Background: an optimization exercise with open tools, aiming at a short achievable clock period and few clock cycles per item. Do not read the settings as production practice.
The RTL was checked by simulation tests, not by an equivalence proof against the original design.
No activity file was given, so power comes from the tool's default toggle rates.

### design/flow/design.v
`timescale 1ns / 1ps
package dtq_pkg;
  localparam int QUEUE_DEPTH  = 16;
  localparam int RESULT_LIMIT = 16;
  localparam int TIME_W       = 48;
  localparam int HANDLE_W     = 8;
  localparam int CNT_W        = $clog2(QUEUE_DEPTH + 1);
  localparam int REL_W        = $clog2(RESULT_LIMIT);
  localparam int FIFO_DEPTH   = 2;
  localparam int FIFO_PTR_W   = $clog2(FIFO_DEPTH);
  localparam int FIFO_CNT_W   = $clog2(FIFO_DEPTH + 1);
  typedef enum logic {
    OP_ADD  = 1'b0,
    OP_TICK = 1'b1
  } op_t;
  typedef enum logic {
    ST_RELEASED = 1'b0,
    ST_REJECTED = 1'b1
  } status_t;
  typedef struct packed {
    op_t                 op;
    logic [TIME_W-1:0]   key;
    logic [HANDLE_W-1:0] handle;
  } cmd_t;
  typedef struct packed {
    logic             releasing;
    logic [CNT_W-1:0] count;
  } back_status_t;
endpackage
`timescale 1ns / 1ps
import dtq_pkg::*;
module dtq_front (
  input  logic                clk,
  input  logic                rst,
  input  logic                item_valid,
  output logic                item_stall,
  input  logic                kind,
  input  logic [TIME_W-1:0]   deadline,
  input  logic [HANDLE_W-1:0] handle,
  input  logic [TIME_W-1:0]   current_time,
  output logic                cmd_valid,
  output dtq_pkg::cmd_t       cmd,
  input  logic                cmd_take
);
  localparam int RW = 1 + TIME_W + HANDLE_W + TIME_W;
  logic          hd_v;
  logic          sp_v;
  logic [RW-1:0] hd_q;      
  logic [RW-1:0] sp_q;
  logic [RW-1:0] raw_in;
  logic          push;
  logic          pop;
  logic          c_v;
  dtq_pkg::cmd_t c_q;
  logic          c_load;
  assign raw_in     = {kind, deadline, handle, current_time};
  assign item_stall = sp_v;
  assign push       = item_valid && !sp_v;
  assign c_load     = !c_v || cmd_take;
  assign pop        = c_load && hd_v;
  assign cmd_valid  = c_v;
  assign cmd        = c_q;
  always_ff @(posedge clk) begin
    if (rst) begin
      hd_v <= 1'b0;
      sp_v <= 1'b0;
      c_v  <= 1'b0;
    end else begin
      if (sp_v) begin
        if (pop) begin
          hd_v <= 1'b1;
          sp_v <= 1'b0;
        end
      end else if (!hd_v || pop) begin
        hd_v <= push;
      end else begin
        sp_v <= push;
      end
      if (c_load) c_v <= hd_v;
    end
  end
  always_ff @(posedge clk) begin
    if (sp_v) begin
      if (pop) hd_q <= sp_q;
    end else if (!hd_v || pop) begin
      hd_q <= raw_in;
    end else begin
      sp_q <= raw_in;
    end
  end
  always_ff @(posedge clk) begin
    if (c_load) begin
      c_q.op     <= dtq_pkg::op_t'(hd_q[RW-1]);
      c_q.key    <= hd_q[RW-1] ? hd_q[TIME_W-1:0] : hd_q[RW-2 -: TIME_W];
      c_q.handle <= hd_q[TIME_W +: HANDLE_W];
    end
  end
endmodule
`timescale 1ns / 1ps
import dtq_pkg::*;
module dtq_back (
  input  logic                clk,
  input  logic                rst,
  input  logic                cmd_valid,
  input  dtq_pkg::cmd_t       cmd,
  output logic                cmd_take,
  output logic                result_valid,
  input  logic                result_stall,
  output logic                status,
  output logic [HANDLE_W-1:0] out_handle,
  output logic [TIME_W-1:0]   out_deadline,
  output logic                last
);
  localparam int N  = QUEUE_DEPTH;
  localparam int NC = 8;              
  localparam int CW = TIME_W / NC;
  localparam int BW = TIME_W + HANDLE_W + 2;    
  logic [N-1:0]        c_v;
  logic [N-1:0]        c_f;      
  logic [N-1:0]        c_l;      
  logic [TIME_W-1:0]   c_dl [N];
  logic [HANDLE_W-1:0] c_hd [N];
  logic                h_v;
  logic                h_op;
  logic [TIME_W-1:0]   h_key;
  logic [HANDLE_W-1:0] h_hd;
  logic [N-1:0]        h_gt;     
  logic                h_take;
  logic                q_v;
  logic                q_op;
  logic [TIME_W-1:0]   q_key;
  logic [HANDLE_W-1:0] q_hd;
  logic [N-1:0]        q_cg [NC];    
  logic [N-1:0]        q_ce [NC];    
  logic [NC-1:0]       q_xg, q_xe;   
  logic                q_move;
  logic [N-1:0]        p_cg [NC];
  logic [N-1:0]        p_ce [NC];
  logic [NC-1:0]       p_hg, p_he;   
  logic [NC-1:0]       p_qg, p_qe;   
  logic                p_move;
  logic [BW-1:0]       r_e [2];
  logic                r_rd;
  logic                r_wr;
  logic [1:0]          r_n;
  logic                r_room;
  logic                r_take;
  logic                o_v;
  logic [BW-1:0]       o_q;
  logic [N-1:0] g;       
  logic [N-1:0] e;       
  logic [N-1:0] q_gt;
  logic         q_gx;
  logic is_add, is_tick, full, pop, do_ins, do_rej, do_tick;
  logic beat_v;
  logic [BW-1:0] beat_q;
  logic [N:0] sh, nw;
  assign is_add  = h_v && (h_op == OP_ADD);
  assign is_tick = h_v && (h_op == OP_TICK);
  assign full    = c_v[N-1] && !c_f[0];
  assign r_room  = !r_n[1];
  assign pop     = c_f[0] && r_room;
  assign do_rej  = is_add && full && r_room;
  assign do_ins  = is_add && !full && (!c_v[N-1] || pop);
  assign do_tick = is_tick;
  assign h_take  = (h_op == OP_TICK) || !c_v[N-1] || r_room;
  assign q_move   = !h_v || h_take;
  assign p_move   = q_move;
  assign cmd_take = p_move;
  genvar gi;
  generate
    for (gi = 0; gi < N; gi++) begin : g_cmp
      assign g[gi] = c_v[gi] && !c_f[gi] && h_gt[gi];
      assign e[gi] = c_v[gi] && !c_f[gi] && !h_gt[gi];
      for (genvar ci = 0; ci < NC; ci++) begin : g_ch
        assign p_cg[ci][gi] = c_dl[gi][ci*CW +: CW] >  cmd.key[ci*CW +: CW];
        assign p_ce[ci][gi] = c_dl[gi][ci*CW +: CW] == cmd.key[ci*CW +: CW];
      end
    end
    for (gi = 0; gi < NC; gi++) begin : g_chx
      assign p_hg[gi] = h_key[gi*CW +: CW] >  cmd.key[gi*CW +: CW];
      assign p_he[gi] = h_key[gi*CW +: CW] == cmd.key[gi*CW +: CW];
      assign p_qg[gi] = q_key[gi*CW +: CW] >  cmd.key[gi*CW +: CW];
      assign p_qe[gi] = q_key[gi*CW +: CW] == cmd.key[gi*CW +: CW];
    end
  endgenerate
  function automatic logic chunk_gt (input logic [NC-1:0] cg, input logic [NC-1:0] ce);
    logic [NC-1:0] g, e;
    g = cg;
    e = ce;
    for (int w = 1; w < NC; w = w * 2) begin
      for (int c = 0; c + w < NC; c = c + 2 * w) begin
        g[c] = g[c+w] || (e[c+w] && g[c]);
        e[c] = e[c+w] && e[c];
      end
    end
    chunk_gt = g[0];
  endfunction
  always_comb begin
    for (int i = 0; i < N; i++) begin
      logic [NC-1:0] cg, ce;
      for (int c = 0; c < NC; c++) begin
        cg[c] = q_cg[c][i];
        ce[c] = q_ce[c][i];
      end
      q_gt[i] = chunk_gt(cg, ce);
    end
  end
  assign q_gx = chunk_gt(q_xg, q_xe);
  always_comb begin
    for (int j = 0; j <= N; j++) begin
      logic gp, gj, vp, vj;
      gp = (j == 0) ? 1'b0 : g[(j == 0) ? 0 : j-1];
      gj = (j == N) ? 1'b0 : g[(j == N) ? 0 : j];
      vp = (j == 0) ? 1'b1 : c_v[(j == 0) ? 0 : j-1];
      vj = (j == N) ? 1'b0 : c_v[(j == N) ? 0 : j];
      sh[j] = do_ins && gp;
      nw[j] = do_ins && !gp && (gj || (!vj && vp));
    end
  end
  function automatic logic [N-1:0] upd (input logic [N-1:0] f, input logic fn,
                                        input logic [N:0] s, input logic [N:0] n,
                                        input logic p);
    logic [N:0] a;
    logic [N:0] fx;
    fx = {1'b0, f};
    for (int j = 0; j <= N; j++) begin
      a[j] = s[j] ? fx[(j == 0) ? 0 : j-1] : n[j] ? fn : fx[j];
    end
    upd = p ? a[N:1] : a[N-1:0];
  endfunction
  logic [N-1:0] f_t, l_t;
  always_comb begin
    f_t = c_f;
    l_t = c_l;
    if (do_tick) begin
      for (int i = 0; i < N; i++) begin
        if (e[i]) begin
          f_t[i] = 1'b1;
          l_t[i] = (i == N-1) ? 1'b1 : !e[(i == N-1) ? 0 : i+1];
        end
      end
    end
  end
  always_ff @(posedge clk) begin
    if (rst) begin
      c_v <= '0;
      c_f <= '0;
      c_l <= '0;
    end else begin
      c_v <= upd(c_v, 1'b1, sh, nw, pop);
      c_f <= upd(f_t, 1'b0, sh, nw, pop);
      c_l <= upd(l_t, 1'b0, sh, nw, pop);
    end
  end
  always_ff @(posedge clk) begin
    for (int i = 0; i < N; i++) begin
      if (pop) begin
        if (sh[i+1]) begin
          c_dl[i] <= c_dl[i];
          c_hd[i] <= c_hd[i];
        end else if (nw[i+1]) begin
          c_dl[i] <= h_key;
          c_hd[i] <= h_hd;
        end else if (i < N-1) begin
          c_dl[i] <= c_dl[(i == N-1) ? i : i+1];
          c_hd[i] <= c_hd[(i == N-1) ? i : i+1];
        end
      end else if (do_ins) begin
        if (i > 0 && sh[i]) begin
          c_dl[i] <= c_dl[(i == 0) ? 0 : i-1];
          c_hd[i] <= c_hd[(i == 0) ? 0 : i-1];
        end else if (nw[i]) begin
          c_dl[i] <= h_key;
          c_hd[i] <= h_hd;
        end
      end
    end
  end
  always_ff @(posedge clk) begin
    if (rst) h_v <= 1'b0;
    else if (q_move) h_v <= q_v;
  end
  always_ff @(posedge clk) begin
    if (q_move) begin
      h_op  <= q_op;
      h_key <= q_key;
      h_hd  <= q_hd;
      h_gt  <= upd(q_gt, q_gx, sh, nw, pop);
    end
  end
  always_ff @(posedge clk) begin
    if (rst) q_v <= 1'b0;
    else if (p_move) q_v <= cmd_valid;
  end
  always_ff @(posedge clk) begin
    if (p_move) begin
      q_op  <= cmd.op;
      q_key <= cmd.key;
      q_hd  <= cmd.handle;
      for (int c = 0; c < NC; c++) begin
        q_cg[c] <= upd(p_cg[c], p_hg[c], sh, nw, pop);
        q_ce[c] <= upd(p_ce[c], p_he[c], sh, nw, pop);
      end
      q_xg  <= p_qg;
      q_xe  <= p_qe;
    end
  end
  assign beat_v = pop || do_rej;
  assign beat_q = do_rej ? {ST_REJECTED, h_hd, h_key, 1'b1}
                         : {ST_RELEASED, c_hd[0], c_dl[0], c_l[0]};
  assign r_take = o_v && !result_stall;
  always_ff @(posedge clk) begin
    if (rst) begin
      r_rd <= 1'b0;
      r_wr <= 1'b0;
      r_n  <= 2'd0;
      o_v  <= 1'b0;
    end else begin
      r_rd <= r_rd ^ r_take;
      r_wr <= r_wr ^ beat_v;
      r_n  <= r_n + {1'b0, beat_v} - {1'b0, r_take};
      o_v  <= (r_n != 2'd0 && !(r_n == 2'd1 && r_take)) || beat_v;
    end
  end
  always_ff @(posedge clk) begin
    if (beat_v) r_e[r_wr] <= beat_q;
  end
  logic [BW-1:0] o_keep, o_next;
  assign o_keep = (r_n == 2'd0) ? beat_q : r_e[r_rd];
  assign o_next = r_n[1] ? r_e[!r_rd] : beat_q;
  always_ff @(posedge clk) begin
    o_q <= r_take ? o_next : o_keep;
  end
  assign result_valid = o_v;
  assign {status, out_handle, out_deadline, last} = o_q;
endmodule
`timescale 1ns / 1ps
import dtq_pkg::*;
module deadline_timer_queue (
  input  logic                clk,
  input  logic                rst,
  input  logic                item_valid,
  output logic                item_stall,
  input  logic                kind,
  input  logic [TIME_W-1:0]   deadline,
  input  logic [HANDLE_W-1:0] handle,
  input  logic [TIME_W-1:0]   current_time,
  output logic                result_valid,
  input  logic                result_stall,
  output logic                status,
  output logic [HANDLE_W-1:0] out_handle,
  output logic [TIME_W-1:0]   out_deadline,
  output logic                last
);
  logic          cmd_valid;
  dtq_pkg::cmd_t cmd;
  logic          cmd_take;
  dtq_front u_front (
    .clk          (clk),
    .rst          (rst),
    .item_valid   (item_valid),
    .item_stall   (item_stall),
    .kind         (kind),
    .deadline     (deadline),
    .handle       (handle),
    .current_time (current_time),
    .cmd_valid    (cmd_valid),
    .cmd          (cmd),
    .cmd_take     (cmd_take)
  );
  dtq_back u_back (
    .clk          (clk),
    .rst          (rst),
    .cmd_valid    (cmd_valid),
    .cmd          (cmd),
    .cmd_take     (cmd_take),
    .result_valid (result_valid),
    .result_stall (result_stall),
    .status       (status),
    .out_handle   (out_handle),
    .out_deadline (out_deadline),
    .last         (last)
  );
endmodule
### design/flow/run.sh
#!/bin/bash
# synth_recipe.tcl (not shown) runs the flow's synth.tcl, then flattens the netlist and writes it again
# the make line also repeats each setting of config.mk as NAME=value (left out here)
make -C /OpenROAD-flow-scripts/flow DESIGN_CONFIG=/design/flow/config.mk WORK_HOME=/design/flow/orfs CLKGATE_MAP_FILE= SYNTH_SCRIPT=/design/flow/synth_recipe.tcl finish
### design/flow/config.mk
export PLATFORM = sky130hd
export DESIGN_NAME = deadline_timer_queue
export DESIGN_NICKNAME = deadline_timer_queue
export VERILOG_FILES = /design/flow/design.v
export SDC_FILE = /design/flow/constraint.sdc
export NUM_CORES = 4
export LEC_CHECK = 0
export ABC_CLOCK_PERIOD_IN_PS = 2500
export CAP_MARGIN = 20
export CORE_MARGIN = 2
export CORE_UTILIZATION = 40
export SETUP_SLACK_MARGIN = 4.3
export SLEW_MARGIN = 20
### design/flow/constraint.sdc
create_clock -name core_clock -period 7.0 [get_ports {clk}]
set_input_delay 1.4000 -clock core_clock [delete_from_list [all_inputs] [get_ports {clk}]]
set_output_delay 1.4000 -clock core_clock [all_outputs]
set_load 0.01 [all_outputs]
==> impl_metrics.env, run 1 <==
export IMPL_grt_setup_unrepaired="yes"
export IMPL_avgSynthCellArea_um2=11.3
export IMPL_async_flop_share_pct=0
export IMPL_cp_slowest_cell="o21ai_4"
export IMPL_synth_nets=10681
export IMPL_fp_row_count=191
export IMPL_hold_path_depth=0
export IMPL_cts_root_buf="clkbuf_16"
export IMPL_period_share_pct=40.3
export IMPL_power_density_mw_per_mm2=213
export IMPL_r2r_start="u_back.h_gt[8]"
export IMPL_fill_cells=24277
export IMPL_power_internal_mw=20.1
export IMPL_fin_skew_ns=0.0702
export IMPL_setup_viol=0
export IMPL_p_leak_nw=52.0
export IMPL_slew_violations=0
export IMPL_crit_fanout=18
export IMPL_hold_buffers=0
export IMPL_syn2layout_area_growth_pct=18.6
export IMPL_ys_types=80
export IMPL_critical_path_top_delay_family="compound AO/OA/AOI/OAI gates"
export IMPL_grt_pass1_wl_mm=640
export IMPL_cts_tree="built"
export IMPL_p_comb_share_pct=14.1
export IMPL_swShare_pct=27.1
export IMPL_worstSetupEndpointType="flip-flop"
export IMPL_p_switching_mw=7.49
export IMPL_reg2reg_depth=5
export IMPL_hold_violations=0
export IMPL_synth_area_mm2=0.109
export IMPL_core_area_mm2=0.271
export IMPL_drive_gt1_share_pct=16.4
export IMPL_r2r_setup_slack_ns=4.18
export IMPL_hold_class="reg -> reg"
export IMPL_grt_usage_pct=31.4
export IMPL_synth_seq_cells=1780
export IMPL_routed_wl_mm=466
export IMPL_slowest_delay_ns=0.84
export IMPL_worstSetupPathType="reg -> reg"
export IMPL_die_h_um=527
export IMPL_grt_overflow=0
export IMPL_clockBufferDepth=4
export IMPL_peakVddDrop_v=0.000205
export IMPL_fp_dieW_um=527
export IMPL_pwr_share_clk_pct=41.5
export IMPL_tns_ns=0
export IMPL_dp_hpwl_mm=278
export IMPL_route_detailed_drc=0
export IMPL_ys_warn_count=8
export IMPL_drv_cap=0
export IMPL_synth_flop_cell="edfxtp_1"
export IMPL_start_util_pct=40.3
export IMPL_cp_required_ns=7.67
export IMPL_cts_made_buffers=216
export IMPL_clkSinkCount=1780
export IMPL_fin_crit_ns=2.82
export IMPL_io_pins=169
export IMPL_path_buf_inv=1
export IMPL_via_count=93587
export IMPL_clk_pin_slew_ns=0.06
export IMPL_yosysSeqAreaShare_pct=47.9
export IMPL_grt_pass1_vias=87550
export IMPL_drtAntennaViolNets=0
export IMPL_clock_latency_ns=0.93
export IMPL_outcome="no timing/DRC/antenna violations"
export IMPL_fin_nets=10944
export IMPL_die_area_mm2=0.277
export IMPL_hold_path_startpoint="u_front.hd_q[51]"
export IMPL_crit_arrival_ns=3.49
export IMPL_detail_route_iter0_violations=15936
export IMPL_dr_pass1_iters=15
export IMPL_synthCells=9704
export IMPL_antenna_found_initial=39
export IMPL_htreeDepth=4
export IMPL_relSlewSlack_pct=16.8
export IMPL_whs_ns=0.397
export IMPL_io_buffers=168
export IMPL_crit_chain="and3b_1, buf_4, o21ai_4, a21oi_1, mux2_2"
export IMPL_globalplace_congestion=0.980
export IMPL_worstSetupStartpointType="flip-flop"
export IMPL_grt_max_degree=116
export IMPL_fmax_mhz=354
export IMPL_avgViaCountPerCell=6.81
export IMPL_wl_per_cell_um=33.9
export IMPL_p_seq_share_pct=44.5
export IMPL_worst_slew_pin_slew_ns=1.21
export IMPL_worstHoldEndpoint="u_front.c_q[3]"
export IMPL_r2r_end="u_back.q_ce[5][8]"
export IMPL_synth_edf_count=1664
routing by layer:
| metal | track usage (%) | share of wire, % | vias to the layer above |
|---|---|---|---|
| met5 | 0 | 0.064 | - |
| met3 | 10.4 | 14 | 1595 |
| met4 | 17.9 | 7.1 | 22 |
| li1 | - | - | 39284 |
| met1 | 40.4 | 37 | 45925 |
| met2 | 46.0 | 42 | 6761 |
power by group through the flow:
stage	clock network [mW]	registers [mW]	logic [mW]
2_1_floorplan	0	12.4	1.99
3_3_place_gp	0	12.5	3.10
3_5_place_dp	0	12.5	3.20
4_1_cts	11.6	12.3	3.45
5_1_grt	11.9	12.3	4.14
6_report	11.5	12.3	3.88
registers in the layout, indices dropped and copies added (netlist names), 48 cells and up:
signal	count
u_front.c_q	57
u_front.hd_q	105
u_back.c_dl	768
u_back.q_cg	128
u_front.sp_q	105
u_back.h_key	48
u_back.o_q	58
u_back.q_ce	112
u_back.r_e	116
u_back.c_hd	128
u_back.q_key	48
through the flow:
stage               util [%]  total power [mW]  setup slack, ns  instances  area (um2)
floorplan                  -              14.4             1.78       9704      109000
global placement        42.3              15.6             2.29      12926      115000
detailed placement      42.3              15.7             2.47      12926      115000
CTS                     46.6              27.3             4.17      13532      126000
global route            47.7              28.4             4.19      13710      129000
finish                  47.8              27.6             4.18      13746      130000
cells in the final DEF, fill, tap and decap left out, types with 265 or more instances in the layout:
| cell | synthesis | final |
|---|---|---|
| buf_4 | 15 | 362 |
| o22ai_1 | 645 | 639 |
| mux2i_1 | 932 | 928 |
| o21ai_0 | 353 | 334 |
| inv_1 | 281 | 265 |
| nor2_1 | 359 | 335 |
| edfxtp_1 | 1664 | 1664 |
| ha_1 | 868 | 862 |
| a21oi_1 | 586 | 555 |
| o22a_1 | 434 | 434 |
| nand2_1 | 630 | 606 |
layout make-up:
type / count / area [um2] / area share [%]
multi-input combinational: 6887 / 55000 / 42.4
sequential: 1780 / 52400 / 40.4
timing repair buffer: 799 / 9560 / 7.38
clock buffer: 279 / 5850 / 4.51
tap: 3570 / 4470 / 3.45
inverter: 283 / 1140 / 0.877
clock inverter: 109 / 1090 / 0.844
antenna: 39 / 97.6 / 0.0753
what timing repair did:
item	in CTS	in global routing
buffers inserted	166	150
gates cloned	52	25
endpoints found under the setup margin	2889	1513
resized for setup	734	286
pin swaps	57	71
cells in the mapped netlist (31+ instances only):
| master | number | area share (%) |
|---|---|---|
| a211oi_1 | 124 | 0.85 |
| a21boi_0 | 32 | 0.22 |
| a21o_1 | 106 | 0.73 |
| a21oi_1 | 586 | 2.7 |
| a221oi_1 | 41 | 0.33 |
| a222oi_1 | 229 | 2.1 |
| a22oi_1 | 87 | 0.60 |
| a2bb2oi_1 | 60 | 0.48 |
| and2_1 | 40 | 0.23 |
| and3_1 | 31 | 0.18 |
| and4_1 | 32 | 0.26 |
| buf_1 | 56 | 0.19 |
| buf_2 | 208 | 0.95 |
| clkbuf_1 | 496 | 1.7 |
| dfxtp_1 | 116 | 2.1 |
| edfxtp_1 | 1664 | 46 |
| ha_1 | 868 | 9.9 |
| inv_1 | 281 | 0.97 |
| mux2_2 | 240 | 2.5 |
| mux2i_1 | 932 | 8.5 |
| nand2_1 | 630 | 2.2 |
| nand2b_1 | 75 | 0.43 |
| nand3_1 | 241 | 1.1 |
| nand3b_1 | 62 | 0.43 |
| nand4_1 | 89 | 0.51 |
| nor2_1 | 359 | 1.2 |
| nor3_1 | 80 | 0.37 |
| o21a_1 | 33 | 0.23 |
| o21ai_0 | 353 | 1.6 |
| o221ai_1 | 31 | 0.25 |
| o22a_1 | 434 | 3.5 |
| o22ai_1 | 645 | 3.7 |
| o32ai_1 | 32 | 0.26 |
| or2_2 | 51 | 0.29 |
kinds of logic after synthesis:
logic type | synth area share (%)
AO/OA/AOI/OAI | 19.0
AND/OR/NAND/NOR | 8.04
XOR/XNOR | 0.0241
multiplexers | 11.2
flip-flops | 47.9
buffers and inverters | 3.95
adder cells (fa/ha/maj) | 9.94
how the worst max path moves through the flow:
stage	from	endpoint	slack (ns)	depth (start not counted)
global placement	u_back.h_op	u_back.o_q[1]	2.29	10
CTS	u_back.o_q[34]	out_deadline[33]	4.17	1
detailed placement	u_back.r_n[1]	u_back.c_hd[3][4]	2.47	7
global route	u_back.o_q[34]	out_deadline[33]	4.19	1
floorplan	u_back.h_op	u_front.sp_q[0]	1.78	6
finish	u_back.h_gt[8]	u_back.q_ce[5][8]	4.18	5
Testbench counts, summed over its fixed seeds: cycles 19,335, items 19,216.
==> inputs of run 2 (changes only) <==
--- a/design/flow/config.mk
+++ b/design/flow/config.mk
@@ -9,5 +9,7 @@
 export CAP_MARGIN = 20
 export CORE_MARGIN = 2
 export CORE_UTILIZATION = 40
+export CTS_CLUSTER_DIAMETER = 150
+export CTS_CLUSTER_SIZE = 15
 export SETUP_SLACK_MARGIN = 4.3
 export SLEW_MARGIN = 20
==> impl_metrics.env, run 2 <==
export IMPL_core_area_mm2=0.271
export IMPL_synthCells=9704
export IMPL_start_util_pct=40.3
export IMPL_yosysTopAreaCell="edfxtp_1"
export IMPL_htreeDepth=4
export IMPL_final_core_util_pct=46.6
export IMPL_hold_buffers=0
export IMPL_synth_edf_count=1664
export IMPL_fill_cells=24570
export IMPL_whs_ns=0.408
export IMPL_top_regs="u_back.c_dl x768, u_back.c_hd x128, u_back.q_cg x128"
export IMPL_worstHoldEndpoint="u_front.c_q[2]"
export IMPL_drv_cap=0
export IMPL_antenna_found_initial=34
export IMPL_cts_made_buffers=137
export IMPL_hold_path_startpoint="u_front.hd_q[50]"
export IMPL_routed_wl_mm=467
export IMPL_detail_route_iter0_violations=15696
export IMPL_crit_arrival_ns=3.38
export IMPL_grt_setup_unrepaired="yes"
export IMPL_mostFrequentLayoutCell="edfxtp_1"
export IMPL_clk_pin_slew_ns=0.08
export IMPL_hold_path_depth=0
export IMPL_r2r_setup_slack_ns=4.10
export IMPL_globalplace_congestion=0.980
export IMPL_grt_max_degree=121
export IMPL_clkSinkCount=1780
export IMPL_synth_nets=10681
export IMPL_clockBufferDepth=3
export IMPL_avgSynthCellArea_um2=11.3
export IMPL_p_leak_nw=50.4
export IMPL_worstSetupEndpointType="flip-flop"
export IMPL_dr_pass1_iters=11
export IMPL_fp_row_count=191
export IMPL_via_count=92589
export IMPL_io_buffers=168
export IMPL_regArea_mm2=0.0524
export IMPL_fmax_mhz=345
export IMPL_drive_gt1_share_pct=15.0
export IMPL_clock_latency_ns=0.86
export IMPL_drtAntennaViolNets=0
export IMPL_hold_class="reg -> reg"
export IMPL_setup_viol=0
export IMPL_ys_warn_count=8
export IMPL_multi_input_area_mm2=0.0550
export IMPL_fin_skew_ns=0.0502
export IMPL_worstSetupPathType="reg -> reg"
export IMPL_grt_overflow=0
export IMPL_die_area_mm2=0.277
export IMPL_slew_violations=0
export IMPL_fp_dieW_um=527
export IMPL_synth_common_cells="edfxtp_1, mux2i_1, ha_1"
export IMPL_yosysSeqAreaShare_pct=47.9
export IMPL_synth_area_mm2=0.109
export IMPL_power_density_mw_per_mm2=190
export IMPL_fin_nets=10831
export IMPL_grt_pass1_wl_mm=632
export IMPL_cp_required_ns=7.48
export IMPL_layout_common_cells="edfxtp_1, mux2i_1, ha_1, o22ai_1, nand2_1"
export IMPL_relSlewSlack_pct=9.97
export IMPL_outcome="no timing/DRC/antenna violations"
export IMPL_worstSetupStartpointType="flip-flop"
export IMPL_cts_root_buf="clkbuf_16"
export IMPL_r2r_end="u_back.r_e[1][31]"
export IMPL_synthTopCellsByArea="edfxtp_1, ha_1, mux2i_1, o22ai_1, o22a_1"
export IMPL_route_detailed_drc=0
export IMPL_period_share_pct=41.4
export IMPL_hold_violations=0
export IMPL_largest_reg_flops=768
export IMPL_avgViaCountPerCell=6.85
export IMPL_crit_fanout=4
export IMPL_die_h_um=527
export IMPL_grt_pass1_vias=86486
export IMPL_async_flop_share_pct=0
export IMPL_synth_seq_cells=1780
export IMPL_syn2layout_area_growth_pct=15.7
export IMPL_wl_per_cell_um=34.5
export IMPL_tns_ns=0
export IMPL_r2r_start="u_back.h_op"
export IMPL_synth_top_cell_area_share_pct=45.8
export IMPL_fin_crit_ns=2.90
export IMPL_io_pins=169
export IMPL_synth_flop_cell="edfxtp_1"
export IMPL_worst_slew_pin_slew_ns=1.34
export IMPL_dp_hpwl_mm=278
export IMPL_fin_total_pwr_mw=24.0
export IMPL_regMostFlops="u_back.c_dl"
export IMPL_grt_usage_pct=31.0
export IMPL_ys_types=80
export IMPL_peakVddDrop_v=0.000260
export IMPL_reg2reg_depth=7
export IMPL_cts_tree="built"
export IMPL_synth_most_common_cell="edfxtp_1"
==> run 2: cell counts after synthesis <==
No cell type changed its count.
==> run 2: cell families after synthesis <==
kind of cell               count (synthesis)  share of synthesized area (%)
AOI/OAI and AO/OA                       2993                           19.0
and+or+nand+nor                         1814                           8.04
DFF                                     1780                           47.9
muxes                                   1186                           11.2
buffers and inverters                   1060                           3.95
adders and majority gates                868                           9.94
xor gates and xnor gates                   3                         0.0241
==> run 2: area by class of cell <==
type	instances	area share, %
Antenna cell	30	0.0594
Clock buffer	193	2.93
Clock inverter	15	0.175
Inverter	283	0.897
Multi-Input combinational cell	6885	43.5
Sequential cell	1780	41.5
Tap cell	3570	3.54
Timing Repair Buffer	767	7.42
==> run 2: what timing repair did <==
item,CTS,global route
cloned,46,33
buffers inserted,149,131
gates resized for setup,742,281
pin swaps,50,71
endpoints found under the setup margin,2922,1312
==> run 2: report_power, final <==
group,switching [mW],internal (mW),total (mW)
Clock,4.22,3.71,7.93
Combinational,2.36,1.47,3.83
Sequential,0.281,12.0,12.3
==> run 2: worst max-delay path by stage <==
stage	start	end	slack, ns
6_report	u_back.h_op	u_back.r_e[1][31]	4.10
3_3_place_gp	u_back.h_op	u_back.o_q[1]	2.29
2_1_floorplan	u_back.h_op	u_front.sp_q[0]	1.78
3_5_place_dp	u_back.r_n[1]	u_back.c_hd[3][4]	2.47
5_1_grt	u_back.c_v[0]	u_back.q_ce[6][1]	4.13
4_1_cts	u_back.o_q[51]	out_handle[2]	4.22
==> run 2: worst max-delay path, cell delays in order, from the launching register on <==
cell,delay (ns)
edfxtp_1,0.40
buf_4,0.17
nor2b_4,0.15
buf_6,0.15
nand2_2,0.12
or3_4,0.41
buf_4,0.22
mux2i_1,0.88
==> run 2: metal layers <==
| metal | track usage, % | up-vias | share of wire [%] | wire (um) |
|---|---|---|---|---|
| li1 | - | 38856 | - | - |
| met1 | 39.9 | 45552 | 37 | 173000 |
| met2 | 45.7 | 6622 | 42 | 196000 |
| met3 | 10.2 | 1533 | 14 | 63000 |
| met4 | 17.4 | 26 | 7.2 | 33800 |
| met5 | 0 | - | 0.042 | 194 |
==> run 2: metrics by stage <==
| step | area [um2] | setup WS [ns] | std cells |
|---|---|---|---|
| finish | 126000 | 4.10 | 13523 |
| global route | 126000 | 4.13 | 13494 |
| CTS | 123000 | 4.22 | 13329 |
| detailed placement | 115000 | 2.47 | 12926 |
| global placement | 115000 | 2.29 | 12926 |
| floorplan | 109000 | 1.78 | 9704 |
==> inputs of run 3 (changes only) <==
--- a/design/flow/config.mk
+++ b/design/flow/config.mk
@@ -8,8 +8,9 @@
 export ABC_CLOCK_PERIOD_IN_PS = 2500
 export CAP_MARGIN = 20
 export CORE_MARGIN = 2
-export CORE_UTILIZATION = 40
+export CORE_UTILIZATION = 48
 export CTS_CLUSTER_DIAMETER = 150
 export CTS_CLUSTER_SIZE = 15
+export PLACE_DENSITY = 0.68
 export SETUP_SLACK_MARGIN = 4.3
 export SLEW_MARGIN = 20
==> impl_metrics.env, run 3 <==
export IMPL_synth_nets=10681
export IMPL_via_count=95401
export IMPL_grt_pass1_vias=88910
export IMPL_detail_route_iter0_violations=17424
export IMPL_slew_violations=0
export IMPL_crit_arrival_ns=3.68
export IMPL_yosysSeqAreaShare_pct=47.9
export IMPL_synth_area_mm2=0.109
export IMPL_cts_made_buffers=136
export IMPL_async_flop_share_pct=0
export IMPL_setup_viol=0
export IMPL_power_density_mw_per_mm2=192
export IMPL_hold_path_depth=0
export IMPL_fmax_mhz=342
export IMPL_hold_violations=0
export IMPL_r2r_end="u_back.c_l[0]"
export IMPL_r2r_setup_slack_ns=4.08
export IMPL_ys_warn_count=8
export IMPL_grt_overflow=0
export IMPL_fin_nets=10879
export IMPL_antenna_found_initial=33
export IMPL_cts_tree="built"
export IMPL_synthTopCellsByArea="edfxtp_1, ha_1, mux2i_1, o22ai_1, o22a_1"
export IMPL_slowest_delay_ns=1.20
export IMPL_io_buffers=168
export IMPL_cts_root_buf="clkbuf_16"
export IMPL_synthSimpleGateAreaFrac_pct=8.04
export IMPL_synthCells=9704
export IMPL_period_share_pct=41.8
export IMPL_synth_compound_area_share_pct=19.0
export IMPL_route_detailed_drc=0
export IMPL_muxShareOfSynthArea_pct=11.2
export IMPL_grt_setup_unrepaired="yes"
export IMPL_synth_fa_ha_area_share_pct=9.94
export IMPL_globalplace_congestion=1.02
export IMPL_grt_max_degree=154
export IMPL_worstHoldEndpoint="u_back.h_hd[2]"
export IMPL_yosysTopAreaCell="edfxtp_1"
export IMPL_grt_usage_pct=36.8
export IMPL_drive_gt1_share_pct=16.7
export IMPL_fin_crit_ns=2.92
export IMPL_crit_chain="buf_4, nand2_1, nor4b_1, mux2i_1, a2bb2oi_1, nor2_1"
export IMPL_drtAntennaViolNets=0
export IMPL_fin_skew_ns=0.0638
export IMPL_relSlewSlack_pct=14.7
export IMPL_synth_most_common_cell="edfxtp_1"
export IMPL_p_leak_nw=50.4
export IMPL_ys_types=80
export IMPL_fp_row_count=175
export IMPL_regMostFlops="u_back.c_dl"
export IMPL_reg2reg_depth=6
export IMPL_core_area_mm2=0.227
export IMPL_mostFrequentLayoutCell="edfxtp_1"
export IMPL_hold_class="reg -> reg"
export IMPL_die_area_mm2=0.231
export IMPL_top_regs="u_back.c_dl x768, u_back.c_hd x128, u_back.q_cg x128"
export IMPL_tns_ns=0
export IMPL_avgViaCountPerCell=7.33
export IMPL_cp_required_ns=7.76
export IMPL_fin_cells=13019
export IMPL_worstSetupStartpointType="flip-flop"
export IMPL_worst_slew_pin_slew_ns=1.26
export IMPL_synth_seq_cells=1780
export IMPL_syn2layout_area_growth_pct=15.9
export IMPL_worstSetupEndpointType="flip-flop"
export IMPL_drv_cap=0
export IMPL_clockBufferDepth=3
export IMPL_clkSinkCount=1780
export IMPL_worstSetupPathType="reg -> reg"
export IMPL_die_h_um=481
export IMPL_synth_common_cells="edfxtp_1, mux2i_1, ha_1"
export IMPL_synth_flop_cell="edfxtp_1"
export IMPL_htreeDepth=4
export IMPL_start_util_pct=48.1
export IMPL_clock_latency_ns=0.91
export IMPL_dr_pass1_iters=13
export IMPL_final_core_util_pct=55.8
export IMPL_fp_dieW_um=481
export IMPL_dp_cells=12336
export IMPL_wl_per_cell_um=34.9
export IMPL_synth_edf_count=1664
export IMPL_path_buf_inv=1
export IMPL_clk_pin_slew_ns=0.09
export IMPL_avgSynthCellArea_um2=11.3
export IMPL_critical_path_top_delay_family="simple AND/OR/NAND/NOR gates"
export IMPL_synth_xor_xnor_area_share_pct=0.0241
export IMPL_hold_path_startpoint="u_back.q_hd[2]"
export IMPL_whs_ns=0.420
export IMPL_io_pins=169
export IMPL_routed_wl_mm=454
export IMPL_crit_fanout=15
export IMPL_outcome="no timing/DRC/antenna violations"
export IMPL_synth_top_cell_area_share_pct=45.8
export IMPL_cp_slowest_cell="nor4b_1"
export IMPL_peakVddDrop_v=0.000276
export IMPL_layout_common_cells="edfxtp_1, mux2i_1, ha_1, o22ai_1, nand2_1"
export IMPL_largest_reg_flops=768
export IMPL_synth_top_family_by_area="compound AO/OA/AOI/OAI gates"
export IMPL_r2r_start="u_back.h_op"
export IMPL_dp_hpwl_mm=266
export IMPL_fill_cells=19072
export IMPL_grt_pass1_wl_mm=624
==> run 3: cell types whose count changed in the layout (fill, tap and decap cells not counted), sizes merged, moves of 8 or more <==
cell,before,now
buf,610,658
bufbuf,19,27
clkbuf,224,206
clkinvlp,13,31
diode,30,45
inv,275,258
==> run 3: report_power, final <==
part | internal (mW) | leakage (nW) | switching (mW)
sequential | 12.0 | 17.1 | 0.305
clock | 3.64 | 1.86 | 4.18
combinational | 1.65 | 31.5 | 2.51
total | 17.3 | 50.4 | 6.99
==> run 3: cells by family (layout without fill, tap and decap cells) <==
logic type | Yosys count | after routing
and+or+nand+nor | 1814 | 1826
adders and majority gates | 868 | 868
other | 0 | 45
DFF | 1780 | 1780
buffers and inverters | 1060 | 1301
muxes | 1186 | 1186
AOI/OAI and AO/OA | 2993 | 3001
xor gates and xnor gates | 3 | 3
==> run 3: worst register-to-register path, delay by kind of cell, from the launching register on <==
| kind | cells | cell delay, ns |
|---|---|---|
| AND/OR/NAND/NOR | 3 | 1.70 |
| multiplexers | 1 | 0.29 |
| buffers and inverters | 1 | 0.14 |
| flip-flops | 1 | 0.43 |
| AO/OA/AOI/OAI | 1 | 0.21 |
==> run 3: how the worst max path moves through the flow <==
stage                               start                 end  slack, ns  cells past startpoint
final                         u_back.h_op       u_back.c_l[0]       4.08                      6
after global routing      u_front.c_q[25]   u_back.q_cg[2][1]       4.18                     11
after CTS                    u_front.sp_v          item_stall       4.19                      1
after detailed placement  u_front.c_q[53]  u_back.q_cg[7][11]       2.95                      8
after global placement    u_front.c_q[53]  u_back.q_cg[7][11]       2.89                      8
after floorplan               u_back.h_op     u_front.sp_q[0]       1.78                      6
==> run 3: what timing repair did <==
action                      CTS  global route
setup endpoints to repair  2939          1580
buffers inserted            255           110
pin swaps                    56           129
cloned                       45            26
hold buffers                  0             0
resized for setup           733           385
==> run 3: through the flow <==
stage	power (mW)	worst slack (ns)	instance area (um2)
after floorplan	14.4	1.78	109000
final	24.3	4.08	127000
after detailed placement	15.6	2.95	114000
after global placement	15.5	2.89	114000
after CTS	23.7	4.19	123000
after global routing	24.8	4.18	126000
==> run 3: per-layer routing <==
metal / vias up / global-route usage (%) / routed length (um)
met4: 20 / 23.5 / 37800
li1: 38989 / - / -
met5: - / 0.829 / 586
met1: 46258 / 45.8 / 159000
met3: 2202 / 14.1 / 68300
met2: 7932 / 53.4 / 188000
==> run 3: cell type report <==
type | instances | area [um2] | area share, %
Multi-Input combinational cell | 6884 | 55800 | 44.1
Clock inverter | 16 | 317 | 0.250
Timing Repair inverter | 1 | 5.00 | 0.00395
Antenna cell | 45 | 113 | 0.0890
Clock buffer | 185 | 3590 | 2.83
Sequential cell | 1780 | 52400 | 41.4
Timing Repair Buffer | 816 | 9480 | 7.49
Tap cell | 3009 | 3760 | 2.97
Inverter | 283 | 1190 | 0.937
==> inputs of run 4 (changes only) <==
--- a/design/flow/design.v
+++ b/design/flow/design.v
@@ -125,6 +125,8 @@
   logic [TIME_W-1:0]   h_key;
   logic [HANDLE_W-1:0] h_hd;
   logic [N-1:0]        h_gt;     
+  logic [N-1:0]        h_g;      
+  logic [N:0]          h_n;      
   logic                h_take;
   logic                q_v;
   logic                q_op;
@@ -147,7 +149,6 @@
   logic                r_take;
   logic                o_v;
   logic [BW-1:0]       o_q;
-  logic [N-1:0] g;       
   logic [N-1:0] e;       
   logic [N-1:0] q_gt;
   logic         q_gx;
@@ -155,6 +156,8 @@
   logic beat_v;
   logic [BW-1:0] beat_q;
   logic [N:0] sh, nw;
+  logic [N-1:0] v_nx, f_nx, gt_nx, g_nx;
+  logic [N:0]   n_nx;
   assign is_add  = h_v && (h_op == OP_ADD);
   assign is_tick = h_v && (h_op == OP_TICK);
   assign full    = c_v[N-1] && !c_f[0];
@@ -170,7 +173,6 @@
   genvar gi;
   generate
     for (gi = 0; gi < N; gi++) begin : g_cmp
-      assign g[gi] = c_v[gi] && !c_f[gi] && h_gt[gi];
       assign e[gi] = c_v[gi] && !c_f[gi] && !h_gt[gi];
       for (genvar ci = 0; ci < NC; ci++) begin : g_ch
         assign p_cg[ci][gi] = c_dl[gi][ci*CW +: CW] >  cmd.key[ci*CW +: CW];
@@ -210,12 +212,9 @@
   always_comb begin
     for (int j = 0; j <= N; j++) begin
       logic gp, gj, vp, vj;
-      gp = (j == 0) ? 1'b0 : g[(j == 0) ? 0 : j-1];
-      gj = (j == N) ? 1'b0 : g[(j == N) ? 0 : j];
-      vp = (j == 0) ? 1'b1 : c_v[(j == 0) ? 0 : j-1];
-      vj = (j == N) ? 1'b0 : c_v[(j == N) ? 0 : j];
+      gp = (j == 0) ? 1'b0 : h_g[(j == 0) ? 0 : j-1];
       sh[j] = do_ins && gp;
-      nw[j] = do_ins && !gp && (gj || (!vj && vp));
+      nw[j] = do_ins && h_n[j];
     end
   end
   function automatic logic [N-1:0] upd (input logic [N-1:0] f, input logic fn,
@@ -242,14 +241,28 @@
       end
     end
   end
+  assign v_nx  = upd(c_v, 1'b1, sh, nw, pop);
+  assign f_nx  = upd(f_t, 1'b0, sh, nw, pop);
+  assign gt_nx = upd(q_gt, q_gx, sh, nw, pop);
+  assign g_nx  = v_nx & ~f_nx & gt_nx;
+  always_comb begin
+    for (int j = 0; j <= N; j++) begin
+      logic gp, gj, vp, vj;
+      gp = (j == 0) ? 1'b0 : g_nx[(j == 0) ? 0 : j-1];
+      gj = (j == N) ? 1'b0 : g_nx[(j == N) ? 0 : j];
+      vp = (j == 0) ? 1'b1 : v_nx[(j == 0) ? 0 : j-1];
+      vj = (j == N) ? 1'b0 : v_nx[(j == N) ? 0 : j];
+      n_nx[j] = !gp && (gj || (!vj && vp));
+    end
+  end
   always_ff @(posedge clk) begin
     if (rst) begin
       c_v <= '0;
       c_f <= '0;
       c_l <= '0;
     end else begin
-      c_v <= upd(c_v, 1'b1, sh, nw, pop);
-      c_f <= upd(f_t, 1'b0, sh, nw, pop);
+      c_v <= v_nx;
+      c_f <= f_nx;
       c_l <= upd(l_t, 1'b0, sh, nw, pop);
     end
   end
@@ -286,7 +299,9 @@
       h_op  <= q_op;
       h_key <= q_key;
       h_hd  <= q_hd;
-      h_gt  <= upd(q_gt, q_gx, sh, nw, pop);
+      h_gt  <= gt_nx;
+      h_g   <= g_nx;
+      h_n   <= n_nx;
     end
   end
   always_ff @(posedge clk) begin
--- a/design/flow/config.mk
+++ b/design/flow/config.mk
@@ -8,9 +8,6 @@
 export ABC_CLOCK_PERIOD_IN_PS = 2500
 export CAP_MARGIN = 20
 export CORE_MARGIN = 2
-export CORE_UTILIZATION = 48
-export CTS_CLUSTER_DIAMETER = 150
-export CTS_CLUSTER_SIZE = 15
-export PLACE_DENSITY = 0.68
+export CORE_UTILIZATION = 40
 export SETUP_SLACK_MARGIN = 4.3
 export SLEW_MARGIN = 20
==> impl_metrics.env, run 4 <==
export IMPL_power_density_mw_per_mm2=190
export IMPL_synth_nets=13144
export IMPL_regArea_mm2=0.0533
export IMPL_synthTopCellsByArea="edfxtp_1, ha_1, mux2i_1, a21oi_1, o22a_1"
export IMPL_setup_viol=0
export IMPL_peakVddDrop_v=0.000223
export IMPL_avgSynthCellArea_um2=9.84
export IMPL_syn2layout_area_growth_pct=20.6
export IMPL_yosysSeqAreaShare_pct=44.5
export IMPL_crit_arrival_ns=3.62
export IMPL_synth_top_cell_area_share_pct=42.6
export IMPL_p_leak_nw=59.2
export IMPL_whs_ns=0.419
export IMPL_via_count=110022
export IMPL_dr_pass1_iters=13
export IMPL_wl_per_cell_um=32.6
export IMPL_period_share_pct=41.2
export IMPL_drv_cap=0
export IMPL_top_regs="u_back.c_dl x768, u_back.c_hd x128, u_back.q_cg x128"
export IMPL_detail_route_iter0_violations=17653
export IMPL_cp_required_ns=7.74
export IMPL_ys_warn_count=8
export IMPL_fin_skew_ns=0.131
export IMPL_ys_types=82
export IMPL_io_pins=169
export IMPL_regMostFlops="u_back.c_dl"
export IMPL_cp_slowest_cell="buf_4"
export IMPL_synth_area_mm2=0.120
export IMPL_hold_violations=0
export IMPL_mostFrequentLayoutCell="edfxtp_1"
export IMPL_fp_dieW_um=551
export IMPL_clockBufferDepth=4
export IMPL_multi_input_area_mm2=0.0667
export IMPL_slowest_delay_ns=0.82
export IMPL_routed_wl_mm=539
export IMPL_fp_row_count=200
export IMPL_grt_setup_unrepaired="yes"
export IMPL_final_area_mm2=0.144
export IMPL_fill_cells=26763
export IMPL_clk_pin_slew_ns=0.06
export IMPL_crit_fanout=37
export IMPL_grt_max_degree=139
export IMPL_die_area_mm2=0.304
export IMPL_avgViaCountPerCell=6.65
export IMPL_globalplace_congestion=0.996
export IMPL_drtAntennaViolNets=0
export IMPL_synth_most_common_cell="edfxtp_1"
export IMPL_grt_pass1_wl_mm=737
export IMPL_start_util_pct=40.3
export IMPL_relSlewSlack_pct=26.2
export IMPL_fmax_mhz=346
export IMPL_hold_class="reg -> reg"
export IMPL_yosysTopAreaCell="edfxtp_1"
export IMPL_route_detailed_drc=0
export IMPL_crit_chain="buf_4, nand2_4, o22ai_1, a211oi_4, mux2i_1"
export IMPL_fin_nets=13363
export IMPL_dpl_instance_area_mm2=0.125
export IMPL_critical_path_top_delay_family="buffers and inverters"
export IMPL_hold_buffers=0
export IMPL_htreeDepth=4
export IMPL_grt_overflow=0
export IMPL_worstSetupEndpointType="flip-flop"
export IMPL_drive_gt1_share_pct=17.3
export IMPL_fin_crit_ns=2.89
export IMPL_synthCells=12167
export IMPL_outcome="no timing/DRC/antenna violations"
export IMPL_synth_seq_cells=1813
export IMPL_antenna_found_initial=40
export IMPL_clkSinkCount=1813
export IMPL_layout_common_cells="edfxtp_1, nor2_1, a21oi_1, mux2i_1, o21ai_0"
export IMPL_synth_common_cells="edfxtp_1, nor2_1, a21oi_1"
export IMPL_die_h_um=551
export IMPL_cts_root_buf="clkbuf_16"
export IMPL_worstSetupStartpointType="flip-flop"
export IMPL_dp_hpwl_mm=309
export IMPL_path_buf_inv=1
export IMPL_clock_latency_ns=1.00
export IMPL_io_buffers=168
export IMPL_grt_pass1_vias=101015
export IMPL_core_area_mm2=0.297
export IMPL_worst_slew_pin_slew_ns=1.11
export IMPL_async_flop_share_pct=0
export IMPL_cts_made_buffers=214
export IMPL_slew_violations=0
export IMPL_synth_flop_cell="edfxtp_1"
export IMPL_synth_edf_count=1697
export IMPL_largest_reg_flops=768
export IMPL_worstSetupPathType="reg -> reg"
export IMPL_grt_usage_pct=33.4
export IMPL_cts_tree="built"
## run 4: cell count changes in the layout (fill, tap and decap cells not counted), moves of 129 or more
cell,delta
o21ai_1,+132
o22a_1,+261
o22ai_1,-456
nor2_1,+1152
nand3_1,-206
o21ai_0,+510
nor2b_1,+129
a21oi_1,+677
a222oi_1,-225
## run 4: worst register-to-register path, delay by kind of cell (launching register included)
kind                   cells  cell delay [ns]
buffers and inverters      1             0.82
AND/OR/NAND/NOR            1             0.71
AO/OA/AOI/OAI              2             0.54
flip-flops                 1             0.35
multiplexers               1             0.22
## run 4: path summary, 6_finish.rpt
check	from	to	slack [ns]	depth (start not counted)
setup reg to reg	u_back.h_g[9]	u_back.q_cg[3][10]	4.11	5
hold / removal	u_front.hd_q[54]	u_front.c_q[6]	0.42	0
setup / recovery	u_back.h_g[9]	u_back.q_cg[3][10]	4.11	5
hold reg to reg	u_front.hd_q[54]	u_front.c_q[6]	0.42	0
## run 4: layout make-up
cell class	instances	share of cell area, %
well taps	3939	3.41
diodes	27	0.0468
repair buffers	885	7.27
repair inverters	1	0.00347
clock inverters	125	0.967
inverters	368	1.02
flip-flops and latches	1813	36.9
multi-input cells	9103	46.2
clock buffers	275	4.12
## run 4: power by group
part / switching [mW] / internal (mW)
logic: 1.73 / 1.24
registers: 0.293 / 12.1
clock network: 5.09 / 6.93
total: 7.11 / 20.3
## run 4: per-stage QoR
stage | power, mW | setup slack [ns] | setup TNS, ns | cells | util [%]
floorplan | 13.8 | -0.545 | -227.62 | 12167 | -
global placement | 14.7 | 2.68 | 0 | 15619 | 42.1
detailed placement | 14.8 | 2.67 | 0 | 15621 | 42.1
CTS | 27.0 | 4.09 | 0 | 16293 | 46.7
global route | 28.0 | 4.10 | 0 | 16512 | 48.5
finish | 27.4 | 4.11 | 0 | 16536 | 48.6
## run 4: timing repair
action,in CTS,in global routing
gates cloned,65,24
resized for setup,1040,794
pin swaps,84,310
buffers inserted,207,192
endpoints found under the setup margin,2955,1274
## run 4: cell families after synthesis
group	count (synthesis)	share of synthesized area, %
AOI/OAI and AO/OA	4016	21.2
and+or+nand+nor	2977	10.6
DFF	1813	44.5
buffers and inverters	1285	4.26
muxes	1205	10.3
adders and majority gates	868	9.07
xor gates and xnor gates	3	0.0220
## run 4: per-layer routing
metal  vias to the layer above  part of all wire, %  track usage [%]
met5                         -                 0.11                0
met4                        34                  7.8             21.7
met3                      2004                   14             11.1
met2                      8053                   41             48.2
met1                     53160                   37             42.6
li1                      46771                    -                -
Testbench counts of run 4, summed over its fixed seeds: cycles 19,335, items 19,216.

==> port drivers added, routing unchanged <==
No port has a modelled driver above. Below, the same layouts with a new extraction and two added sets of constraints.
Step 1 (the two cells are an assumption about what drives the block):
set clk [get_ports {clk}]
set_driving_cell -lib_cell sky130_fd_sc_hd__clkbuf_16 $clk
set_driving_cell -lib_cell sky130_fd_sc_hd__buf_2 [delete_from_list [all_inputs] $clk]
Step 2 also shifts input and output timing later by t, the mid clock arrival at the registers, as if the neighbouring blocks saw the same clock.
Three values: no drivers, after step 1, after step 2; two values: the first two.
| run | t, ns | setup slack, ns | worst setup path at the end | slew at the worst register clock pin (ns) | worst slew at a driven data input, ns |
|---|---|---|---|---|---|
| run 1 | 1.000 | 4.177 / 4.120 / 3.541 | input to register | 0.07 / 0.07 | 0.06 |
| run 2 | 0.941 | 4.099 / 4.099 / 3.614 | input to register | 0.09 / 0.09 | 0.05 |
| run 3 | 0.984 | 4.076 / 4.076 / 3.510 | input to register | 0.09 / 0.09 | 0.05 |
| run 4 | 1.038 | 4.114 / 4.032 / 3.486 | input to register | 0.07 / 0.07 | 0.20 |
After both steps every run listed still meets setup and hold. For run 1, which loses most, drivers alone change the setup slack by -0.057 ns; drivers and shift together by -0.636 ns.
